This is an optimization exercise on Yosys and OpenROAD, whose aim is small area, not a production implementation.
The RTL was checked by simulation tests, not by an equivalence proof against the original design.
No activity file was given, so power comes from the tool's default toggle rates.

==> design/flow/design.v <==
package dam_pkg;
	localparam int CFG_IDX_W  = 3;
	localparam int CFG_DATA_W = 5;
	localparam logic [CFG_IDX_W-1:0] REG_MAPPING_MODE   = 3'd0;
	localparam logic [CFG_IDX_W-1:0] REG_MOP_LOG2       = 3'd1;
	localparam logic [CFG_IDX_W-1:0] REG_PERMUTE_ENABLE = 3'd2;
	localparam logic [CFG_IDX_W-1:0] REG_CHANNEL_BITS   = 3'd3;
	localparam logic [CFG_IDX_W-1:0] REG_BANKGROUP_BITS = 3'd4;
	localparam logic [CFG_IDX_W-1:0] REG_BANK_BITS      = 3'd5;
	localparam logic [CFG_IDX_W-1:0] REG_COLUMN_BITS    = 3'd6;
	localparam logic [CFG_IDX_W-1:0] REG_CACHE_SET_BITS = 3'd7;
	typedef struct packed {
		logic       mapping_mode;
		logic [3:0] mop_log2;
		logic       permute_enable;
		logic [2:0] channel_bits;
		logic [2:0] bankgroup_bits;
		logic [2:0] bank_bits;
		logic [3:0] column_bits;
		logic [4:0] cache_set_bits;
	} cfg_t;
	typedef struct packed {
		logic        req_type;
		logic [63:0] address;
		logic [7:0]  new_bank_index;
	} req_t;
endpackage
module dam_cfg_regs (
	input  logic                           clk,
	input  logic                           arst_n,
	input  logic                           cfg_we,
	input  logic [dam_pkg::CFG_IDX_W-1:0]  cfg_index,
	input  logic [dam_pkg::CFG_DATA_W-1:0] cfg_wdata,
	output dam_pkg::cfg_t                  cfg
);
	dam_pkg::cfg_t cfg_q;
	always_ff @(posedge clk or negedge arst_n) begin
		if (!arst_n) begin
			cfg_q.mapping_mode   <= 1'b0;
			cfg_q.mop_log2       <= 4'd2;
			cfg_q.permute_enable <= 1'b0;
			cfg_q.channel_bits   <= 3'd1;
			cfg_q.bankgroup_bits <= 3'd2;
			cfg_q.bank_bits      <= 3'd2;
			cfg_q.column_bits    <= 4'd7;
			cfg_q.cache_set_bits <= 5'd11;
		end else if (cfg_we) begin
			case (cfg_index)
				dam_pkg::REG_MAPPING_MODE:   cfg_q.mapping_mode   <= cfg_wdata[0];
				dam_pkg::REG_MOP_LOG2:       cfg_q.mop_log2       <= cfg_wdata[3:0];
				dam_pkg::REG_PERMUTE_ENABLE: cfg_q.permute_enable <= cfg_wdata[0];
				dam_pkg::REG_CHANNEL_BITS:   cfg_q.channel_bits   <= cfg_wdata[2:0];
				dam_pkg::REG_BANKGROUP_BITS: cfg_q.bankgroup_bits <= cfg_wdata[2:0];
				dam_pkg::REG_BANK_BITS:      cfg_q.bank_bits      <= cfg_wdata[2:0];
				dam_pkg::REG_COLUMN_BITS:    cfg_q.column_bits    <= cfg_wdata[3:0];
				default:                     cfg_q.cache_set_bits <= cfg_wdata[4:0];
			endcase
		end
	end
	assign cfg = cfg_q;
endmodule
module dam_map_logic (
	input  dam_pkg::cfg_t cfg,
	input  dam_pkg::req_t req,
	output logic [3:0]    channel,
	output logic [3:0]    bankgroup,
	output logic [3:0]    bank,
	output logic [15:0]   row,
	output logic [7:0]    flat_bank,
	output logic [63:0]   rewritten_address
);
	logic [57:0] a6;
	logic [3:0]  ch_pos;
	logic [4:0]  bg_pos;
	logic [3:0]  n_bits;
	logic [5:0]  row_pos;
	logic [5:0]  end_pos;
	logic [3:0]  ch_win;
	logic [13:0] bg_win, perm_win, x_win;
	logic [6:0]  ba_win;
	logic [6:0]  bg_v, ba_v;
	logic [7:0]  bg_sh;
	logic [35:0] ins;
	assign a6 = req.address[63:6];
	assign ch_pos  = cfg.mapping_mode ? 4'd0 : cfg.mop_log2;
	assign bg_pos  = 5'(ch_pos) + 5'(cfg.channel_bits) + 5'(cfg.mapping_mode);
	assign n_bits  = 4'(cfg.bankgroup_bits) + 4'(cfg.bank_bits);
	assign row_pos = 6'(cfg.channel_bits) + 6'(n_bits) + 6'(cfg.column_bits);
	assign end_pos = 6'(bg_pos) + 6'(n_bits);
	logic [13:0] cs_win;
	dam_rsh #(.IW(19), .OW(4),  .SW(4)) u_ch (.d(a6[18:0]), .s(ch_pos),  .q(ch_win));
	dam_rsh #(.IW(36), .OW(14), .SW(5)) u_bg (.d(a6[35:0]), .s(bg_pos),  .q(bg_win));
	dam_rsh #(.IW(45), .OW(14), .SW(5)) u_cs (.d(a6[44:0]), .s(cfg.cache_set_bits), .q(cs_win));
	dam_rsh #(.IW(14), .OW(7),  .SW(3)) u_ba (.d(x_win),    .s(cfg.bankgroup_bits), .q(ba_win));
	dam_rsh #(.IW(52), .OW(16), .SW(6)) u_row (.d(a6[51:0]), .s(row_pos), .q(row));
	assign perm_win = cfg.permute_enable ? cs_win : 14'd0;
	assign x_win    = bg_win ^ perm_win;
	always_comb begin
		for (int i = 0; i < 4; i++)
			channel[i] = ch_win[i] & (3'(i) < cfg.channel_bits);
		for (int i = 0; i < 7; i++) begin
			bg_v[i] = x_win[i] & (3'(i) < cfg.bankgroup_bits);
			ba_v[i] = ba_win[i] & (3'(i) < cfg.bank_bits);
		end
	end
	assign bankgroup = bg_v[3:0];
	assign bank      = ba_v[3:0];
	assign bg_sh     = 8'({1'b0, bg_v} << cfg.bank_bits);
	assign flat_bank = bg_sh | {1'b0, ba_v};
	logic [7:0]  nbi_m;
	logic [35:0] keep;
	logic [35:0] st [6];
	logic [4:0]  p_gt_h, p_eq_h, e_le_h, e_eq_h;
	logic [7:0]  p_gt_l, e_le_l;
	always_comb begin
		for (int i = 0; i < 8; i++)
			nbi_m[i] = req.new_bank_index[i] & req.req_type & (4'(i) < n_bits);
		st[0] = {28'd0, nbi_m};
		for (int j = 0; j < 5; j++)
			st[j+1] = bg_pos[j] ? (st[j] << (1 << j)) : st[j];
		for (int h = 0; h < 5; h++) begin
			p_gt_h[h] = req.req_type & ({1'b0, bg_pos[4:3]} > 3'(h));
			p_eq_h[h] = req.req_type & ({1'b0, bg_pos[4:3]} == 3'(h));
			e_le_h[h] = req.req_type & (end_pos[5:3] < 3'(h));
			e_eq_h[h] = req.req_type & (end_pos[5:3] == 3'(h));
		end
		for (int l = 0; l < 8; l++) begin
			p_gt_l[l] = bg_pos[2:0] > 3'(l);
			e_le_l[l] = end_pos[2:0] <= 3'(l);
		end
		for (int k = 0; k < 36; k++)
			keep[k] = p_gt_h[k/8] | e_le_h[k/8] | (p_eq_h[k/8] & p_gt_l[k%8])
				| (e_eq_h[k/8] & e_le_l[k%8]);
	end
	assign ins = st[5];
	always_comb begin
		rewritten_address = req.address & {64{req.req_type}};
		for (int k = 0; k < 36; k++)
			rewritten_address[k+6] = (req.address[k+6] & keep[k]) | ins[k];
	end
endmodule
module dam_rsh #(
	parameter int IW = 16,
	parameter int OW = 8,
	parameter int SW = 3
) (
	input  logic [IW-1:0] d,
	input  logic [SW-1:0] s,
	output logic [OW-1:0] q
);
	logic [IW-1:0] st [SW+1];
	always_comb begin
		st[SW] = d;
		for (int j = SW-1; j >= 0; j--)
			st[j] = s[j] ? (st[j+1] >> (1 << j)) : st[j+1];
	end
	assign q = st[0][OW-1:0];
endmodule
module dram_address_mapper_core #(
	parameter int BLOCK_OFFSET_BITS = 6,
	parameter int ROW_BITS          = 16
) (
	input  logic                           clk,
	input  logic                           arst_n,
	input  logic                           req_valid,
	output logic                           req_ready,
	input  logic                           req_type,
	input  logic [63:0]                    req_address,
	input  logic [7:0]                     req_new_bank_index,
	output logic                           rsp_valid,
	input  logic                           rsp_ready,
	output logic [3:0]                     rsp_channel,
	output logic [3:0]                     rsp_bankgroup,
	output logic [3:0]                     rsp_bank,
	output logic [15:0]                    rsp_row,
	output logic [7:0]                     rsp_flat_bank,
	output logic [63:0]                    rsp_rewritten_address,
	input  logic                           cfg_we,
	input  logic [dam_pkg::CFG_IDX_W-1:0]  cfg_index,
	input  logic [dam_pkg::CFG_DATA_W-1:0] cfg_wdata
);
	dam_pkg::cfg_t cfg;
	dam_pkg::req_t req_s1;
	logic          valid_s1;
	logic          valid_s2;
	logic          advance;
	logic [3:0]    map_channel, map_bankgroup, map_bank;
	logic [15:0]   map_row;
	logic [7:0]    map_flat_bank;
	logic [63:0]   map_rewritten_address;
	dam_cfg_regs u_cfg (
		.clk       (clk),
		.arst_n    (arst_n),
		.cfg_we    (cfg_we),
		.cfg_index (cfg_index),
		.cfg_wdata (cfg_wdata),
		.cfg       (cfg)
	);
	assign advance   = !valid_s2 || rsp_ready;
	assign req_ready = !valid_s1 || advance;
	always_ff @(posedge clk or negedge arst_n) begin
		if (!arst_n) begin
			valid_s1 <= 1'b0;
		end else if (req_ready) begin
			valid_s1 <= req_valid;
		end
	end
	always_ff @(posedge clk) begin
		if (req_ready) begin
			req_s1.req_type       <= req_type;
			req_s1.address        <= req_address;
			req_s1.new_bank_index <= req_new_bank_index;
		end
	end
	dam_map_logic u_map (
		.cfg               (cfg),
		.req               (req_s1),
		.channel           (map_channel),
		.bankgroup         (map_bankgroup),
		.bank              (map_bank),
		.row               (map_row),
		.flat_bank         (map_flat_bank),
		.rewritten_address (map_rewritten_address)
	);
	always_ff @(posedge clk or negedge arst_n) begin
		if (!arst_n) begin
			valid_s2 <= 1'b0;
		end else if (advance) begin
			valid_s2 <= valid_s1;
		end
	end
	always_ff @(posedge clk) begin
		if (advance) begin
			rsp_channel           <= map_channel;
			rsp_bankgroup         <= map_bankgroup;
			rsp_bank              <= map_bank;
			rsp_row               <= map_row;
			rsp_flat_bank         <= map_flat_bank;
			rsp_rewritten_address <= map_rewritten_address;
		end
	end
	assign rsp_valid = valid_s2;
endmodule
==> design/flow/flow/run.sh <==
#!/bin/bash
# Standard layout with three changes: the synthesis maps the logic with an
# area-oriented ABC script (flow/abc_small.script) in place of ORFS's, the
# port buffers are made from the smallest buffer cell, and clock tree
# synthesis inserts no dummy loads. Everything else, registers included, is
# the standard synthesis and layout.
set -euo pipefail
here=$(pwd)
export FLOW_ABC_SCRIPT="$here/flow/abc_small.script"
{
	head -n 1 synth_recipe.tcl
	cat <<'TCL'
proc abc {args} {
  set i [lsearch -exact $args -script]
  if {$i >= 0} { lset args [expr {$i + 1}] $::env(FLOW_ABC_SCRIPT) }
  yosys abc {*}$args
}
TCL
	tail -n +2 synth_recipe.tcl
} > flow_synth.tcl
export BUFFER_PORTS_ARGS="-buffer_cell sky130_fd_sc_hd__buf_1"
export CTS_ARGS="-sink_clustering_enable -repair_clock_nets -buf_list sky130_fd_sc_hd__clkbuf_8 -dont_use_dummy_load"
vars=("SYNTH_SCRIPT=$here/flow_synth.tcl" "BUFFER_PORTS_ARGS=$BUFFER_PORTS_ARGS" "CTS_ARGS=$CTS_ARGS")
bash standard.sh "${vars[@]}" synth > synth.log 2>&1
bash standard.sh "${vars[@]}" finish > layout.log 2>&1
==> design/flow/flow/abc_small.script <==
strash
dc2
dch -f
amap
strash
dch -f
amap
strash
dch -f
amap
topo
dnsize -c
==> design/flow/standard.sh <==
#!/bin/bash
# synth_recipe.tcl (not shown) runs the flow's synth.tcl, then flattens the netlist and writes it again
# the make line also repeats each setting of config.mk as NAME=value (left out here)
make -C /OpenROAD-flow-scripts/flow DESIGN_CONFIG=/design/flow/config.mk WORK_HOME=/design/flow/orfs CLKGATE_MAP_FILE= SYNTH_SCRIPT=/design/flow/synth_recipe.tcl "${@:-finish}"
==> design/flow/config.mk <==
export PLATFORM = sky130hd
export DESIGN_NAME = dram_address_mapper_core
export DESIGN_NICKNAME = dram_address_mapper_core
export VERILOG_FILES = /design/flow/design.v
export SDC_FILE = /design/flow/constraint.sdc
export NUM_CORES = 4
export LEC_CHECK = 0
export CAP_MARGIN = 5
export CORE_MARGIN = 2
export CORE_UTILIZATION = 50
export GPL_TIMING_DRIVEN = 0
export SLEW_MARGIN = 5
==> design/flow/constraint.sdc <==
create_clock -name core_clock -period 7.5 [get_ports {clk}]
set_input_delay 1.5000 -clock core_clock [delete_from_list [all_inputs] [get_ports {clk}]]
set_output_delay 1.5000 -clock core_clock [all_outputs]
set_load 0.01 [all_outputs]
==> results of run 1 <==
synthesized netlist by cell type, types with 10 or more instances:
cell type | n | share of area, %
a21oi_1 | 72 | 3.1
a221oi_1 | 10 | 0.76
a22oi_1 | 10 | 0.65
a31oi_1 | 10 | 0.54
clkinv_1 | 125 | 4.1
dfrtp_1 | 16 | 3.5
dfstp_2 | 10 | 2.3
edfxtp_1 | 173 | 45
ha_1 | 17 | 1.8
nand2_1 | 71 | 2.3
nor2_1 | 171 | 5.6
nor2b_1 | 21 | 1.1
nor3_1 | 22 | 0.95
o21ai_0 | 86 | 3.7
o221ai_1 | 24 | 1.8
o22a_1 | 75 | 5.7
o22ai_1 | 177 | 9.6
o32a_1 | 11 | 0.95
o32ai_1 | 14 | 1.1
or2_0 | 14 | 0.76
power groups by stage:
stage / Combinational [uW] / Sequential [uW] / Clock (uW)
2_1_floorplan: 2680 / 1830 / 0
3_3_place_gp: 3800 / 1770 / 0
3_5_place_dp: 3840 / 1770 / 0
4_1_cts: 3870 / 1750 / 544
5_1_grt: 4330 / 1780 / 578
6_report: 3960 / 1750 / 537
sequential cells by signal (all words and copies together) (netlist names):
register               flops
rsp_channel                4
u_cfg.cfg_q               24
rsp_row                   16
req_s1                    73
rsp_rewritten_address     64
rsp_bankgroup              4
valid_s2                   1
rsp_flat_bank              8
rsp_bank                   4
valid_s1                   1
stage by stage:
step           total power, uW  instance area, um^2  setup slack (ns)  cells  utilization, %
6_report                  6250                13000             0.607   1687            57.4
5_1_grt                   6680                13000            0.0756   1687            57.4
4_1_cts                   6160                13000             0.132   1687            57.4
3_5_place_dp              5610                12800             0.222   1670            56.4
3_3_place_gp              5570                12600             -2.56   1664            55.6
2_1_floorplan             4510                11500             0.459   1192               -
layer usage:
| layer | GRT usage [%] | routed length (um) | vias up |
|---|---|---|---|
| met4 | 12.0 | 1610 | 0 |
| li1 | - | - | 5142 |
| met2 | 46.9 | 16500 | 594 |
| met3 | 6.39 | 3430 | 104 |
| met5 | 0 | 0 | - |
| met1 | 43.5 | 16400 | 5213 |
final cells by class:
cell class | count | area, um^2
Fill cell | 2084 | 9640
Sequential cell | 199 | 5860
Clock buffer | 17 | 234
Multi-Input combinational cell | 868 | 5260
Tap cell | 285 | 357
Timing Repair Buffer | 193 | 815
Inverter | 125 | 482
cells in the final DEF, fill, tap and decap left out, drive strengths merged, types with 11 or more instances in the layout:
cell type,instances
o221ai,24
edfxtp,173
clkbuf,17
dfrtp,16
o32a,11
o22a,75
nand2,71
o21ai,86
nor2,171
o22ai,177
buf,193
a21oi,72
clkinv,122
nor3,22
o32ai,14
ha,17
nor2b,21
or2,14
worst register-to-register path, cell delays in order, from the launching register on:
cell and delay [ns]:
dfrtp_1 0.51, ha_1 0.29, fa_1 0.38, a21oi_1 0.53, ha_1 0.22, clkinv_1 0.09, nor2_1 0.14, a21oi_1 0.06
ha_1 0.28, clkinv_1 0.10, nor2_1 0.18, nor2_1 0.05, o21ai_0 0.25, nor2_1 0.09, a21oi_2 0.65, clkinv_1 0.85
nand2_1 0.78, nor2_1 0.09, a21oi_1 0.24, nor2_1 0.07, a21oi_1 0.20, nor2_1 0.06, a21oi_1 0.23, o22a_1 0.20
o22ai_1 0.08
repair_timing:
action,CTS,global route
hold buffers,0,0
gates resized for setup,0,2
setup endpoints to repair,0,17
how the worst max path moves through the flow:
stage | start | depth (start not counted) | slack [ns] | to
2_1_floorplan | u_cfg.cfg_q[20] | 26 | 0.46 | rsp_flat_bank[6]
3_3_place_gp | u_cfg.cfg_q[20] | 26 | -2.56 | rsp_flat_bank[6]
3_5_place_dp | u_cfg.cfg_q[9] | 24 | 0.22 | rsp_row[5]
4_1_cts | u_cfg.cfg_q[9] | 24 | 0.13 | rsp_row[5]
5_1_grt | u_cfg.cfg_q[9] | 23 | 0.08 | rsp_row[2]
6_report | u_cfg.cfg_q[9] | 24 | 0.61 | rsp_row[5]
cell families (layout without fill, tap and decap cells):
group / after synthesis / in the layout / synth area share [%]
compound gates: 532 / 532 / 31.1
fa+ha+maj: 21 / 21 / 2.54
buf+inv: 125 / 335 / 4.07
flops: 199 / 199 / 50.8
simple gates: 315 / 315 / 11.5
==> qor.csv, run 1 <==
stage;metric;value;unit
run_status;status;complete, no violations;
critical_path;Worst EP arrival;7.09;ns
power;IR drop worst, VDD;0.000235;V
logic_synthesis;Post-synth top flop;edfxtp_1;
min_path;hold wc startpoint;u_cfg.cfg_q[7];
critical_path;sum of buffers and inverters on the critical path;3;
timing;Final Setup Violations;0;
logic_synthesis;Mapped Cells;1192;
critical_path;Reg2Reg Setup Slack;0.61;ns
timing;fin crit period;6.89;ns
route;Residual DRC;0;
route;Avg WL per Cell;22.5;um
timing;Relative slew margins;23.3;%
finish;share of layout cells above drive strength 1;3.35;%
placed_design;dpl hpwl;28100;um
power;Cell Pwr Density;481;mW/mm^2
timing;Period Utilization, post-route;91.9;%
die;DIE AREA;0.0243;mm^2
critical_path;Req. time, crit path;7.70;ns
die;# rows;55;
logic_synthesis;fraction of registers with async set/reset;13.1;%
global_route;antenna violations before repair;0;
clock_tree;CTS H-tree depth;4;
timing;Slew @ Worst Pin;1.14;ns
route;Vias/cell;6.55;
critical_path;Reg2Reg Launch Point;u_cfg.cfg_q[9];
critical_path;Critical Path Sink Type;register;
critical_path;delay-heaviest family, CP;compound AO/OA/AOI/OAI gates;
logic_synthesis;yosys warns;14;
critical_path;startpoint types;register;
clock_tree;Post-CTS Setup Repair Bufs;0;
flow_run;Max-Cap Viols;0;
power;Reg power frac;28.0;%
min_path;WHS Path Cells;2;
route;drt initial violations;1199;
finish;Area Growth Syn to Fin;12.7;%
route;Total Wirelength;37900;um
timing;fmax;145;MHz
placed_design;number of port buffers;187;
global_route;Total GRT Usage;30.8;%
clock_tree;clock latency (worst-skew pair);0.49;ns
global_route;vias in the first global route;10100;
timing;max-slew violations;0;
clock_tree;CTS tree;built;
power;Switch Pwr;3080;uW
die;I/O pin count;188;
clock_tree;CTS root buf;clkbuf_8;
logic_synthesis;Cell variety after synth;45;
critical_path;R2R Path End;rsp_row[5];
power;Sw Share;49.3;%
route;Post-DRT Antenna Nets;0;
critical_path;number of cells on the worst reg-to-reg path;24;
power;clock share of power;8.6;%
power;Comb power frac;63.4;%
critical_path;Critical Path, Cell by Cell;ha_1 > fa_1 > a21oi_1 > ha_1 > clkinv_1 > nor2_1 > a21oi_1 > ha_1 > clkinv_1 > nor2_1 > nor2_1 > o21ai_0 > nor2_1 > a21oi_2 > clkinv_1 > nand2_1 > nor2_1 > a21oi_1 > nor2_1 > a21oi_1 > nor2_1 > a21oi_1 > o22a_1 > o22ai_1;
critical_path;slowest CP cell;clkinv_1;
critical_path;crit path max fanout;25;
finish;nets;1511;
logic_synthesis;Mapped Area;0.0115;mm^2
timing;Worst Clk Skew;0.0392;ns
power;Leak;0.00430;uW
global_route;first-pass GRT wire length;56800;um
clock_tree;Worst-path clk slew;0.11;ns
finish;Diodes inserted;0;
placed_design;RD Place Congestion;0.967;
critical_path;CP Class;register to register;
die;Core Box Area;0.0226;mm^2
global_route;pin count of the biggest net entering global routing;64;
critical_path;delay of the slowest critical-path stage;0.84;ns
timing;Hold Violations, Final;0;
die;height of the die;156;um
logic_synthesis;number of flops mapped to enable cells by yosys;173;
logic_synthesis;FF+latch count, synth;199;
route;Vias;11100;
global_route;aggregate global routing overflow;0;
route;1st-pass router iterations;7;
die;initial core utilization;51.0;%
min_path;worst hold path class;register to register;
clock_tree;Num CTS Buffers;17;
logic_synthesis;Avg Inst Size Synth;9.68;um^2
logic_synthesis;register area share after synthesis;50.8;%
clock_tree;Max clock buf depth;2;
timing;RSZ-0062 raised after global routing;false;
logic_synthesis;Mapped Nets;1299;
timing;hold slack;0.484;ns
die;Die W;156;um
critical_path;most frequent CP cell;nor2_1;
clock_tree;CTS sink count;199;
power;internal power;3170;uW
min_path;hold endpoint;u_cfg.cfg_q[7];
timing;Fin Setup TNS;0;ns
==> run 2: changes to the inputs <==
==> design/flow/flow/abc_small.script (replaced) <==
strash
dc2
dch -f
amap -F 10
strash
dch -f
amap -F 10
strash
dch -f
amap -F 10
topo
dnsize -c
==> run 2 against run 1 <==
Effect of this change:
- synthesized cell count is 3.3% lower
- global-route usage hardly changed
- sequential power hardly changed
- count of clock-buffer cells in the layout stayed put
- die area is 0.88% lower
- design area is 0.56% lower
- via count is 1.8% lower
- core utilization is 0.15 points lower
- maximum frequency is 1.1% lower
- worst hold slack better by 0.0075 ns
- critical path type unchanged
- critical path depth is 3 higher
- wire length is 0.27% lower
==> qor.csv, run 2 <==
stage;metric;value;unit;change
clock_tree;CTS root buf;clkbuf_8;;
logic_synthesis;Mapped Nets;1260;;-3.0%
flow_run;Max-Cap Viols;0;;unchanged
timing;RSZ-0062 raised after global routing;false;;
route;drt initial violations;1341;;+12%
route;Residual DRC;0;;unchanged
logic_synthesis;area leader, netlist;edfxtp_1;;
critical_path;number of cells on the worst reg-to-reg path;27;;+13%
timing;Slew @ Worst Pin;1.13;ns;-0.00844 ns
logic_synthesis;FF+latch count, synth;199;;unchanged
critical_path;CP Class;register to register;;
logic_synthesis;register area share after synthesis;51.2;%;+0.46 points
global_route;first-pass GRT wire length;56600;um;-0.43%
power;clock share of power;8.1;%;-0.5 points
finish;Area Growth Syn to Fin;13.1;%;
timing;max-slew violations;0;;unchanged
route;1st-pass router iterations;10;;+3
die;# rows;55;;unchanged
die;Die W;155;um;-0.44%
die;DIE AREA;0.0241;mm^2;-0.88%
finish;Diodes inserted;0;;unchanged
finish;nets;1475;;-2.4%
global_route;aggregate global routing overflow;0;;unchanged
global_route;vias in the first global route;9902;;-1.8%
logic_synthesis;Mapped Area;0.0114;mm^2;-0.90%
critical_path;Req. time, crit path;7.69;ns;about the same
clock_tree;Worst-path clk slew;0.09;ns;-0.02 ns
critical_path;slowest CP cell;o21ai_2;;
timing;fin crit period;6.97;ns;+0.0743 ns
critical_path;Worst EP arrival;7.16;ns;+0.07 ns
finish;most common cell after layout, fill and taps aside;o22ai_1;;
logic_synthesis;top-count cell post-synth;o22ai_1;;
clock_tree;CTS H-tree depth;4;;unchanged
finish;Largest Register;req_s1;;
logic_synthesis;Avg Inst Size Synth;9.92;um^2;+2.5%
power;Comb power frac;65.4;%;+2.0 points
power;internal power;3360;uW;+6.0%
power;Reg power frac;26.5;%;-1.5 points
power;Sw Share;49.8;%;+0.48 points
critical_path;Reg2Reg Setup Slack;0.53;ns;-0.07 ns
die;initial core utilization;50.7;%;-0.30 points
timing;Worst Clk Skew;0.0453;ns;+0.00616 ns
timing;Hold Violations, Final;0;;unchanged
finish;share of layout cells above drive strength 1;3.95;%;+0.60 points
clock_tree;CTS sink count;199;;unchanged
min_path;WHS Path Cells;2;;unchanged
logic_synthesis;yosys warns;14;;unchanged
route;Post-DRT Antenna Nets;0;;unchanged
power;Pwr Total;6690;uW;+7.0%
global_route;pin count of the biggest net entering global routing;58;;-9.4%
logic_synthesis;Cell variety after synth;39;;-13%
critical_path;most frequent CP cell;nor2_1;;
finish;Largest register FFs;73;;unchanged
route;Avg WL per Cell;22.9;um;+1.9%
clock_tree;Post-CTS Setup Repair Bufs;0;;unchanged
global_route;Total GRT Usage;30.8;%;-0.044 points
power;Switch Pwr;3330;uW;+8.1%
finish;Fill cells;2063;;-1.0%
logic_synthesis;fraction of registers with async set/reset;13.1;%;unchanged
clock_tree;Num CTS Buffers;17;;unchanged
min_path;worst hold path class;register to register;;
placed_design;dpl hpwl;28000;um;-0.17%
critical_path;crit path max fanout;16;;-36%
timing;Relative slew margins;24.2;%;+0.90 points
critical_path;Critical Path Sink Type;register;;
die;I/O pin count;188;;unchanged
logic_synthesis;dominant cells by area after synthesis;edfxtp_1 (45%), o22ai_1 (11%), o22a_1 (7.2%);;
critical_path;Reg2Reg Launch Point;u_cfg.cfg_q[20];;
logic_synthesis;Post-synth top flop;edfxtp_1;;
min_path;hold wc startpoint;u_cfg.cfg_q[5];;
clock_tree;Max clock buf depth;2;;unchanged
die;height of the die;155;um;-0.44%
timing;Period Utilization, post-route;92.9;%;+0.99 points
placed_design;RD Place Congestion;0.933;;-3.5%
route;Total Wirelength;37800;um;-0.27%
logic_synthesis;synth cell count leaders;o22ai_1 (206), edfxtp_1 (173), nor2_1 (141);;
critical_path;startpoint types;register;;
critical_path;delay of the slowest critical-path stage;0.66;ns;-0.18 ns
power;IR drop worst, VDD;0.000349;V;+49%
placed_design;number of port buffers;187;;unchanged
clock_tree;clock latency (worst-skew pair);0.49;ns;about the same
run_status;status;complete, no violations;;
timing;Final Setup Violations;0;;unchanged
critical_path;sum of buffers and inverters on the critical path;4;;+1
finish;most frequent cells in the layout;o22ai_1 (205), buf_1 (186), edfxtp_1 (173), nor2_1 (137), clkinv_1 (128);;
global_route;antenna violations before repair;0;;unchanged
power;Leak;0.00427;uW;-0.65%
logic_synthesis;post-synth top area share;45.4;%;+0.41 points
finish;Top Registers;req_s1: 73 flops, rsp_rewritten_address: 64 flops, u_cfg.cfg_q: 24 flops;;
die;Core Box Area;0.0226;mm^2;-0.30%
logic_synthesis;Mapped Cells;1153;;-3.3%
logic_synthesis;number of flops mapped to enable cells by yosys;173;;unchanged
timing;fmax;144;MHz;-1.1%
power;Cell Pwr Density;517;mW/mm^2;+7.6%
timing;Fin Setup TNS;0;ns;unchanged
clock_tree;CTS tree;built;;
min_path;hold endpoint;u_cfg.cfg_q[5];;
clock_tree;Post-CTS Hold Buffers;0;;unchanged
route;Vias/cell;6.57;;+0.35%
critical_path;delay-heaviest family, CP;compound AO/OA/AOI/OAI gates;;
route;Vias;10900;;-1.8%
critical_path;R2R Path End;rsp_flat_bank[6];;
-- run 2: worst max path at each step --
stage                          startpoint               end  slack (ns)  cells past startpoint
final                     u_cfg.cfg_q[20]  rsp_flat_bank[6]        0.53                     27
after global routing      u_cfg.cfg_q[20]  rsp_flat_bank[6]        0.05                     29
after CTS                 u_cfg.cfg_q[20]  rsp_flat_bank[6]        0.19                     29
after detailed placement  u_cfg.cfg_q[23]  rsp_flat_bank[2]       -0.60                     18
after global placement    u_cfg.cfg_q[20]  rsp_flat_bank[6]       -3.19                     29
after floorplan           u_cfg.cfg_q[20]  rsp_flat_bank[6]        0.64                     28
-- run 2: routing by layer --
layer / wire (um) / GRT usage, %
met3: 3200 / 5.88
met4: 1600 / 13.4
met1: 16200 / 42.7
met2: 16800 / 47.6
met5: 0 / 0
-- run 2: stage by stage --
step / util (%) / instance area [um^2] / hold WS (ns) / setup slack (ns) / cells
floorplan: - / 11400 / 0.443 / 0.644 / 1153
global placement: 55.4 / 12500 / 0.447 / -3.19 / 1625
detailed placement: 56.1 / 12700 / 0.481 / -0.603 / 1633
CTS: 57.2 / 12900 / 0.494 / 0.191 / 1650
global route: 57.3 / 12900 / 0.524 / 0.0503 / 1651
finish: 57.3 / 12900 / 0.491 / 0.532 / 1651
-- run 2: final cells by class --
cell class              instances  area (um^2)  share of cell area [%]
well taps                     285          357                    2.76
flip-flops and latches        199         5860                    45.3
inverters                     132          509                    3.94
clock buffers                  17          234                    1.81
multi-input cells             822         5130                    39.7
repair inverters                1         5.00                  0.0387
repair buffers                195          837                    6.47
-- run 2: logic make-up after synthesis --
| family | after synthesis | synth area share (%) |
|---|---|---|
| AND/OR/NAND/NOR | 245 | 9.00 |
| flip-flops | 199 | 51.2 |
| AO/OA/AOI/OAI | 556 | 32.9 |
| buffers and inverters | 132 | 4.33 |
| adder cells (fa/ha/maj) | 21 | 2.56 |
-- run 2: what timing repair did --
action / in CTS / in global routing
resized for setup: 4 / 4
endpoints found under the setup margin: 12 / 12
gates cloned: 0 / 1
pin swaps: 0 / 0
-- run 2: tightest hold or removal path, stage by stage (launching register included) --
cell and delay (ns):
dfstp_2 0.39, nand2_1 0.04, o21ai_0 0.06
-- run 2: power by group through the flow --
stage               registers (uW)  logic, uW  clock network [uW]
finish                        1770       4380                 539
global route                  1800       4750                 587
CTS                           1770       4250                 555
detailed placement            1790       4230                   0
global placement              1790       4140                   0
floorplan                     1850       2920                   0
==> run 3: changes to the inputs <==
==> design/flow/flow/abc_small.script (replaced) <==
strash
dc2
dch -f
amap
strash
dch -f
amap
strash
dch -f
amap
topo
dnsize -c
--- a/design/flow/config.mk
+++ b/design/flow/config.mk
@@ -5,8 +5,8 @@
 export SDC_FILE = /design/flow/constraint.sdc
 export NUM_CORES = 4
 export LEC_CHECK = 0
-export CAP_MARGIN = 5
+export CAP_MARGIN = 0
 export CORE_MARGIN = 2
 export CORE_UTILIZATION = 50
 export GPL_TIMING_DRIVEN = 0
-export SLEW_MARGIN = 5
+export SLEW_MARGIN = 0
==> run 3 against run 2 <==
Effect of this change:
- count of clock-buffer cells in the layout is the same
- sequential power is essentially flat
- die area grew 0.88%
- sequential cell count is the same
- core utilization grew 0.26 points
- synthesized cell count grew 3.4%
- via count grew 1.3%
- first-iteration DRC count shrank 13%
- clock skew shrank 0.0082 ns
- non-clock buffer count shrank 2
- largest power group unchanged
==> qor.csv, run 3 <==
stage;metric;value;unit;change
run_status;status;complete, no violations;;
placed_design;dpl hpwl;27900;um;-0.61%
clock_tree;Post-CTS Setup Repair Bufs;0;;unchanged
placed_design;RD Place Congestion;0.967;;+3.6%
logic_synthesis;register area share after synthesis;50.8;%;-0.46 points
finish;share of layout cells above drive strength 1;3.28;%;-0.67 points
global_route;first-pass GRT wire length;57100;um;+0.89%
timing;RSZ-0062 raised after global routing;false;;
timing;Worst Clk Skew;0.0372;ns;-0.00818 ns
clock_tree;CTS tree;built;;
finish;Diodes inserted;0;;unchanged
placed_design;number of port buffers;187;;unchanged
finish;most frequent cells in the layout;buf_1 (186), o22ai_1 (176), edfxtp_1 (173), nor2_1 (171), clkinv_1 (122);;
logic_synthesis;Post-synth top flop;edfxtp_1;;
timing;Hold Violations, Final;0;;unchanged
route;Total Wirelength;38000;um;+0.34%
logic_synthesis;Mapped Nets;1299;;+3.1%
clock_tree;clock latency (worst-skew pair);0.48;ns;about the same
finish;Largest Register;req_s1;;
min_path;worst hold path class;register to register;;
logic_synthesis;dominant cells by area after synthesis;edfxtp_1 (45%), o22ai_1 (9.6%), o22a_1 (5.7%);;
critical_path;startpoint types;register;;
logic_synthesis;number of flops mapped to enable cells by yosys;173;;unchanged
finish;most common cell after layout, fill and taps aside;buf_1;;
logic_synthesis;top-count cell post-synth;o22ai_1;;
route;Avg WL per Cell;22.5;um;-1.8%
finish;Top Registers;req_s1: 73 flops, rsp_rewritten_address: 64 flops, u_cfg.cfg_q: 24 flops;;
clock_tree;Num CTS Buffers;17;;unchanged
global_route;aggregate global routing overflow;0;;unchanged
route;Vias/cell;6.52;;-0.90%
route;1st-pass router iterations;7;;-3
logic_synthesis;area leader, netlist;edfxtp_1;;
die;DIE AREA;0.0243;mm^2;+0.88%
global_route;pin count of the biggest net entering global routing;101;;+74%
logic_synthesis;synth cell count leaders;o22ai_1 (177), edfxtp_1 (173), nor2_1 (171);;
logic_synthesis;Mapped Area;0.0115;mm^2;+0.91%
route;Post-DRT Antenna Nets;0;;unchanged
logic_synthesis;Avg Inst Size Synth;9.68;um^2;-2.4%
logic_synthesis;yosys warns;14;;unchanged
die;# rows;55;;unchanged
power;IR drop worst, VDD;0.000220;V;-37%
route;Residual DRC;0;;unchanged
critical_path;Req. time, crit path;7.68;ns;about the same
logic_synthesis;Cell variety after synth;45;;+15%
clock_tree;Max clock buf depth;2;;unchanged
logic_synthesis;fraction of registers with async set/reset;13.1;%;unchanged
critical_path;crit path max fanout;25;;+9
route;drt initial violations;1165;;-13%
die;Die W;156;um;+0.44%
critical_path;Worst EP arrival;7.18;ns;+0.02 ns
critical_path;Critical path origin;u_cfg.cfg_q[9];;
timing;Fin Setup TNS;0;ns;unchanged
route;Vias;11000;;+1.3%
timing;hold slack;0.488;ns;-0.00315 ns
timing;Period Utilization, post-route;93.3;%;+0.36 points
power;Leak;0.00431;uW;+0.84%
die;Core Box Area;0.0226;mm^2;+0.31%
logic_synthesis;Mapped Cells;1192;;+3.4%
power;Pwr Total;6260;uW;-6.4%
critical_path;Reg2Reg Launch Point;u_cfg.cfg_q[9];;
global_route;antenna violations before repair;0;;unchanged
critical_path;CP Class;register to register;;
critical_path;Critical Path Sink Type;register;;
global_route;vias in the first global route;10000;;+1.4%
min_path;hold wc startpoint;u_cfg.cfg_q[7];;
finish;Largest register FFs;73;;unchanged
timing;fmax;143;MHz;-0.39%
global_route;Total GRT Usage;30.9;%;+0.11 points
logic_synthesis;post-synth top area share;45.0;%;-0.41 points
clock_tree;Worst-path clk slew;0.11;ns;+0.02 ns
clock_tree;CTS sink count;199;;unchanged
die;I/O pin count;188;;unchanged
die;initial core utilization;51.0;%;+0.30 points
flow_run;Max-Cap Viols;0;;unchanged
clock_tree;CTS H-tree depth;4;;unchanged
logic_synthesis;FF+latch count, synth;199;;unchanged
timing;Final Setup Violations;0;;unchanged
timing;Slew @ Worst Pin;0.971;ns;-0.159 ns
power;Cell Pwr Density;481;mW/mm^2;-7.1%
timing;Relative slew margins;35.2;%;+11 points
finish;Area Growth Syn to Fin;12.9;%;
clock_tree;CTS root buf;clkbuf_8;;
timing;max-slew violations;0;;unchanged
finish;nets;1511;;+2.4%
die;height of the die;156;um;+0.44%
timing;fin crit period;7.00;ns;+0.0273 ns
==> run 3: area by class of cell <==
| type | instances | area (um^2) |
|---|---|---|
| fill | 2094 | 9610 |
| sequential | 199 | 5860 |
| timing repair buffer | 193 | 840 |
| clock buffer | 17 | 234 |
| tap | 285 | 357 |
| inverter | 125 | 482 |
| multi-input combinational | 868 | 5260 |
==> run 3: routing by layer <==
layer / track usage, % / vias up / routed length (um)
met1: 44.4 / 5194 / 16700
met4: 10.2 / 0 / 1230
met2: 47.7 / 568 / 16800
met5: 0 / - / 0
li1: - / 5153 / -
met3: 5.47 / 77 / 3160
==> run 3: final timing paths <==
| check | slack, ns | end | cells past startpoint |
|---|---|---|---|
| setup / recovery | 0.50 | rsp_row[7] | 24 |
| hold / removal | 0.49 | u_cfg.cfg_q[7] | 2 |
| setup reg to reg | 0.50 | rsp_row[7] | 24 |
| hold reg to reg | 0.49 | u_cfg.cfg_q[7] | 2 |
| max in group asynchronous | 6.05 | u_cfg.cfg_q[2] | 1 |
| min in group asynchronous | 1.01 | u_cfg.cfg_q[11] | 1 |
==> run 3: critical path, stage by stage (launching register included) <==
cell and delay [ns]:
dfrtp_1 0.52, ha_1 0.29, fa_1 0.38, a21oi_1 0.57, ha_1 0.22, clkinv_1 0.09
nor2_1 0.14, a21oi_1 0.06, ha_1 0.28, clkinv_1 0.10, nor2_1 0.19, nor2_1 0.06
o21ai_0 0.26, nor2_1 0.09, a21oi_2 0.67, clkinv_1 0.86, nand2_1 0.78, nor2_1 0.09
a21oi_1 0.24, nor2_1 0.06, a21oi_1 0.20, nor2_1 0.06, a21oi_1 0.22, o22a_1 0.19
o22ai_1 0.09
==> run 3: what timing repair did <==
action                     4_1_cts  5_1_grt
setup endpoints to repair        0       18
gates resized for setup          0        3
hold buffers                     0        0
==> run 3: through the flow <==
step	util (%)	setup slack, ns	cell area, um^2	std cells
after floorplan	-	0.459	11500	1192
after global placement	55.6	-2.56	12600	1664
after detailed placement	56.3	0.162	12800	1669
after CTS	57.4	0.120	13000	1686
after global routing	57.6	0.109	13000	1687
final	57.6	0.505	13000	1687
==> run 3: logic make-up (layout without fill, tap and decap cells) <==
logic type / after synthesis / count (layout) / share of synthesized area [%]
AND/OR/NAND/NOR: 315 / 315 / 11.5
adder cells (fa/ha/maj): 21 / 21 / 2.54
flip-flops: 199 / 199 / 50.8
buffers and inverters: 125 / 335 / 4.07
AO/OA/AOI/OAI: 532 / 532 / 31.1
==> run 3: power breakdown <==
group          leakage, uW  switching, uW  internal [uW]
combinational      0.00211           2590           1390
sequential         0.00208            162           1590
clock             0.000122            333            201
total              0.00431           3080           3180
==> run 4: changes to the inputs <==
--- a/design/flow/config.mk
+++ b/design/flow/config.mk
@@ -5,8 +5,8 @@
 export SDC_FILE = /design/flow/constraint.sdc
 export NUM_CORES = 4
 export LEC_CHECK = 0
-export CAP_MARGIN = 0
+export CAP_MARGIN = 5
 export CORE_MARGIN = 2
-export CORE_UTILIZATION = 50
+export CORE_UTILIZATION = 57
 export GPL_TIMING_DRIVEN = 0
-export SLEW_MARGIN = 0
+export SLEW_MARGIN = 5
==> run 4 against run 3 <==
Effect of this change:
- design area shrank 0.29%
- critical path depth shrank 1
- area after synthesis is the same
- sequential share of layout area grew 0.13 points
- largest power group unchanged
- power is essentially flat
- worst setup slack gained 0.048 ns
- first-iteration DRC count grew 24%
- worst hold slack gained 0.0097 ns
- highest routed layer unchanged
==> qor.csv, run 4 <==
stage;metric;value;unit;change
finish;register area;0.00586;mm^2;unchanged
critical_path;slowest CP cell;clkinv_1;;
min_path;hold wc startpoint;u_cfg.cfg_q[20];;
logic_synthesis;largest family of logic cells by synthesized area;compound AO/OA/AOI/OAI gates;;
logic_synthesis;FF+latch count, synth;199;;unchanged
logic_synthesis;Mapped Nets;1299;;unchanged
timing;Relative slew margins;34.2;%;-1.0 points
finish;Diodes inserted;0;;unchanged
logic_synthesis;number of flops mapped to enable cells by yosys;173;;unchanged
clock_tree;CTS tree;built;;
finish;Area Growth Syn to Fin;12.6;%;
logic_synthesis;post-synth top area share;45.0;%;unchanged
timing;Slew @ Worst Pin;0.986;ns;+0.0150 ns
timing;fin crit period;6.95;ns;-0.0484 ns
die;# rows;52;;-5.5%
power;Switch Pwr;3090;uW;+0.34%
logic_synthesis;Cell variety after synth;45;;unchanged
finish;Largest register FFs;73;;unchanged
die;DIE AREA;0.0214;mm^2;-12%
critical_path;delay of the slowest critical-path stage;0.85;ns;about the same
clock_tree;CTS root buf;clkbuf_8;;
global_route;pin count of the biggest net entering global routing;101;;unchanged
clock_tree;Post-CTS Setup Repair Bufs;0;;unchanged
finish;Top Registers;req_s1: 73 flops, rsp_rewritten_address: 64 flops, u_cfg.cfg_q: 24 flops;;
global_route;GRT met2 Usage;52.3;%;+4.6 points
die;Die W;146;um;-6.2%
timing;hold slack;0.498;ns;+0.00966 ns
clock_tree;Max clock buf depth;2;;unchanged
critical_path;number of cells on the worst reg-to-reg path;23;;-4.2%
placed_design;dpl hpwl;27500;um;-1.3%
route;Residual DRC;0;;unchanged
global_route;Most Crowded Layer GR;met2;;
global_route;aggregate global routing overflow;0;;unchanged
logic_synthesis;fraction of registers with async set/reset;13.1;%;unchanged
clock_tree;Post-CTS Hold Buffers;0;;unchanged
critical_path;Critical Path, Cell by Cell;ha_1 > fa_1 > a21oi_1 > ha_1 > clkinv_1 > nor2_1 > a21oi_1 > ha_1 > clkinv_1 > nor2_1 > nor2_1 > o21ai_0 > nor2_1 > a21oi_2 > clkinv_1 > nand2_1 > o22ai_1 > o22ai_1 > nor2_1 > a21oi_1 > nor2_1 > a21oi_1 > o22ai_1;;
flow_run;Max-Cap Viols;0;;unchanged
die;Core Box Area;0.0200;mm^2;-11%
critical_path;sum of buffers and inverters on the critical path;3;;unchanged
critical_path;end of the critical path;rsp_row[2];;
critical_path;crit path max fanout;25;;unchanged
timing;Worst Clk Skew;0.0423;ns;+0.00518 ns
timing;Hold Violations, Final;0;;unchanged
timing;fmax;144;MHz;+0.70%
timing;Final Setup Violations;0;;unchanged
critical_path;Worst EP arrival;7.15;ns;-0.03 ns
finish;Fill cells;1727;;-18%
critical_path;most frequent CP cell;nor2_1;;
critical_path;Reg2Reg Setup Slack;0.55;ns;+0.05 ns
logic_synthesis;Synth Area in Adders;2.54;%;unchanged
logic_synthesis;synth cell count leaders;o22ai_1 (177), edfxtp_1 (173), nor2_1 (171);;
logic_synthesis;Synth Area in Compound Gates;31.1;%;unchanged
route;1st-pass router iterations;8;;+1
logic_synthesis;Post-synth top flop;edfxtp_1;;
global_route;first-pass GRT wire length;56300;um;-1.4%
die;height of the die;146;um;-6.2%
global_route;antenna violations before repair;0;;unchanged
min_path;worst hold path class;register to register;;
placed_design;RD Place Congestion;0.992;;+2.6%
finish;share of layout cells above drive strength 1;3.35;%;+0.071 points
critical_path;Req. time, crit path;7.70;ns;+0.02 ns
clock_tree;CTS H-tree depth;4;;unchanged
finish;area occupied by multi-input gates;0.00526;mm^2;about the same
power;Comb power frac;63.6;%;about the same
route;drt initial violations;1439;;+24%
timing;Period Utilization, post-route;92.6;%;-0.64 points
finish;nets;1511;;unchanged
route;Vias;11100;;+1.4%
critical_path;startpoint types;register;;
critical_path;Critical path origin;u_cfg.cfg_q[9];;
power;Leak;0.00430;uW;-0.22%
critical_path;Critical Path Sink Type;register;;
finish;Largest Register;req_s1;;
die;initial core utilization;57.6;%;+6.6 points
clock_tree;Num CTS Buffers;17;;unchanged
logic_synthesis;Mapped Cells;1192;;unchanged
logic_synthesis;area leader, netlist;edfxtp_1;;
critical_path;Reg2Reg Launch Point;u_cfg.cfg_q[9];;
critical_path;delay-heaviest family, CP;compound AO/OA/AOI/OAI gates;;
logic_synthesis;yosys warns;14;;unchanged
timing;max-slew violations;0;;unchanged
timing;Fin Setup TNS;0;ns;unchanged
power;IR drop worst, VDD;0.000233;V;+5.8%
finish;most common cell after layout, fill and taps aside;buf_1;;
logic_synthesis;Mapped Area;0.0115;mm^2;unchanged
global_route;met3 usage in global routing;5.97;%;+0.50 points
global_route;vias in the first global route;9989;;-0.53%
logic_synthesis;dominant cells by area after synthesis;edfxtp_1 (45%), o22ai_1 (9.6%), o22a_1 (5.7%);;
critical_path;CP Class;register to register;;
placed_design;number of port buffers;187;;unchanged
run_status;status;complete, no violations;;
power;clock share of power;8.5;%;about the same
logic_synthesis;Synth Area in Simple Gates;11.5;%;unchanged
power;internal power;3170;uW;-0.27%
route;Total Wirelength;37300;um;-1.6%
logic_synthesis;top-count cell post-synth;o22ai_1;;
route;Avg WL per Cell;22.3;um;-0.71%
clock_tree;CTS sink count;199;;unchanged
power;Sw Share;49.4;%;+0.15 points
global_route;Total GRT Usage;34.3;%;+3.4 points
power;Reg power frac;27.9;%;about the same
power;Cell Pwr Density;482;mW/mm^2;+0.32%
logic_synthesis;register area share after synthesis;50.8;%;unchanged
route;Post-DRT Antenna Nets;0;;unchanged
logic_synthesis;proportion of synthesized area in mux cells;0;%;unchanged
logic_synthesis;xor and xnor area share after synthesis;0;%;unchanged
clock_tree;CTS-repair resized insts;0;;unchanged
clock_tree;clock latency (worst-skew pair);0.50;ns;+0.02 ns
timing;RSZ-0062 raised after global routing;false;;
logic_synthesis;Avg Inst Size Synth;9.68;um^2;unchanged
clock_tree;Worst-path clk slew;0.08;ns;-0.03 ns
die;I/O pin count;188;;unchanged
finish;most frequent cells in the layout;buf_1 (186), o22ai_1 (176), edfxtp_1 (173), nor2_1 (170), clkinv_1 (122);;
critical_path;Crit path depth;23;;-4.2%
route;Vias/cell;6.67;;+2.3%
critical_path;R2R Path End;rsp_row[2];;
global_route;GR Util met1;49.4;%;+5.0 points
[run 4: worst min-delay path by stage]
stage                      end  cells past startpoint
2_1_floorplan         valid_s2                      1
3_3_place_gp          valid_s2                      1
3_5_place_dp   u_cfg.cfg_q[20]                      2
4_1_cts        u_cfg.cfg_q[20]                      2
5_1_grt        u_cfg.cfg_q[20]                      2
6_report       u_cfg.cfg_q[20]                      2
[run 4: area by class of cell]
type	instances	share of cell area, %
multi-input cells	868	40.5
clock buffers	17	1.80
repair buffers	193	6.30
inverters	125	3.71
flip-flops and latches	199	45.1
well taps	270	2.60
[run 4: stage by stage]
step / worst slack, ns / power, uW / instance area (um^2) / utilization, % / instances
after floorplan: 0.459 / 4510 / 11500 / - / 1192
after global placement: -2.36 / 5540 / 12600 / 62.8 / 1649
after detailed placement: 0.274 / 5590 / 12700 / 63.5 / 1654
after CTS: 0.211 / 6140 / 13000 / 64.6 / 1671
after global routing: 0.141 / 6670 / 13000 / 64.8 / 1672
final: 0.553 / 6270 / 13000 / 64.8 / 1672
[run 4: cells by family (layout without fill, tap and decap cells)]
logic type	Yosys count	in the layout
AND/OR/NAND/NOR	315	315
flip-flops	199	199
buffers and inverters	125	335
AO/OA/AOI/OAI	532	532
adder cells (fa/ha/maj)	21	21
[run 4: power groups by stage]
stage	logic (uW)	registers (uW)	clock network, uW
final	3980	1750	535
after global routing	4320	1770	573
after CTS	3860	1740	538
after detailed placement	3820	1770	0
after global placement	3770	1770	0
after floorplan	2680	1830	0
[run 4: worst register-to-register path: stages (launching register included)]
cell	delay, ns
dfrtp_1	0.51
ha_1	0.29
fa_1	0.39
a21oi_1	0.51
ha_1	0.21
clkinv_1	0.09
nor2_1	0.15
a21oi_1	0.06
ha_1	0.28
clkinv_1	0.11
nor2_1	0.20
nor2_1	0.06
o21ai_0	0.25
nor2_1	0.09
a21oi_2	0.65
clkinv_1	0.86
nand2_1	0.79
o22ai_1	0.21
o22ai_1	0.33
nor2_1	0.07
a21oi_1	0.20
nor2_1	0.07
a21oi_1	0.17
o22ai_1	0.10
[run 4: per-layer routing]
metal | wire [um] | part of all wire, % | vias to the layer above
met2 | 16400 | 44 | 671
met4 | 1510 | 4.1 | 0
met5 | 0 | 0 | -
met1 | 15500 | 42 | 5231
met3 | 3930 | 11 | 105
li1 | - | - | 5141

-- re-timing with driven ports --
How much do the figures lean on ideal ports? The routed layouts below were timed once more, with nothing changed but the port constraints. Step 1 assumes that a clkbuf_16 drives the clock port and a buf_2 every other input. Step 2 adds t to the input delays and takes it off the output delays; t is the mean of the earliest and latest rising clock arrival at the registers after step 1. Input paths then give back, and output paths get back, about the clock's delay inside the block. a / b / c = ideal / step 1 / step 2; a / b = the first two.
run | t, ns | slack for setup (ns) | clock arrival spread, ns
run 1 | 0.520 | 0.607 / 0.607 / 0.607 | 0.039 / 0.039
run 2 | 0.510 | 0.532 / 0.532 / 0.532 | 0.046 / 0.046
run 3 | 0.510 | 0.505 / 0.505 / 0.505 | 0.037 / 0.037
run 4 | 0.526 | 0.553 / 0.553 / 0.553 | 0.048 / 0.048
After both steps every run listed still meets setup and hold.
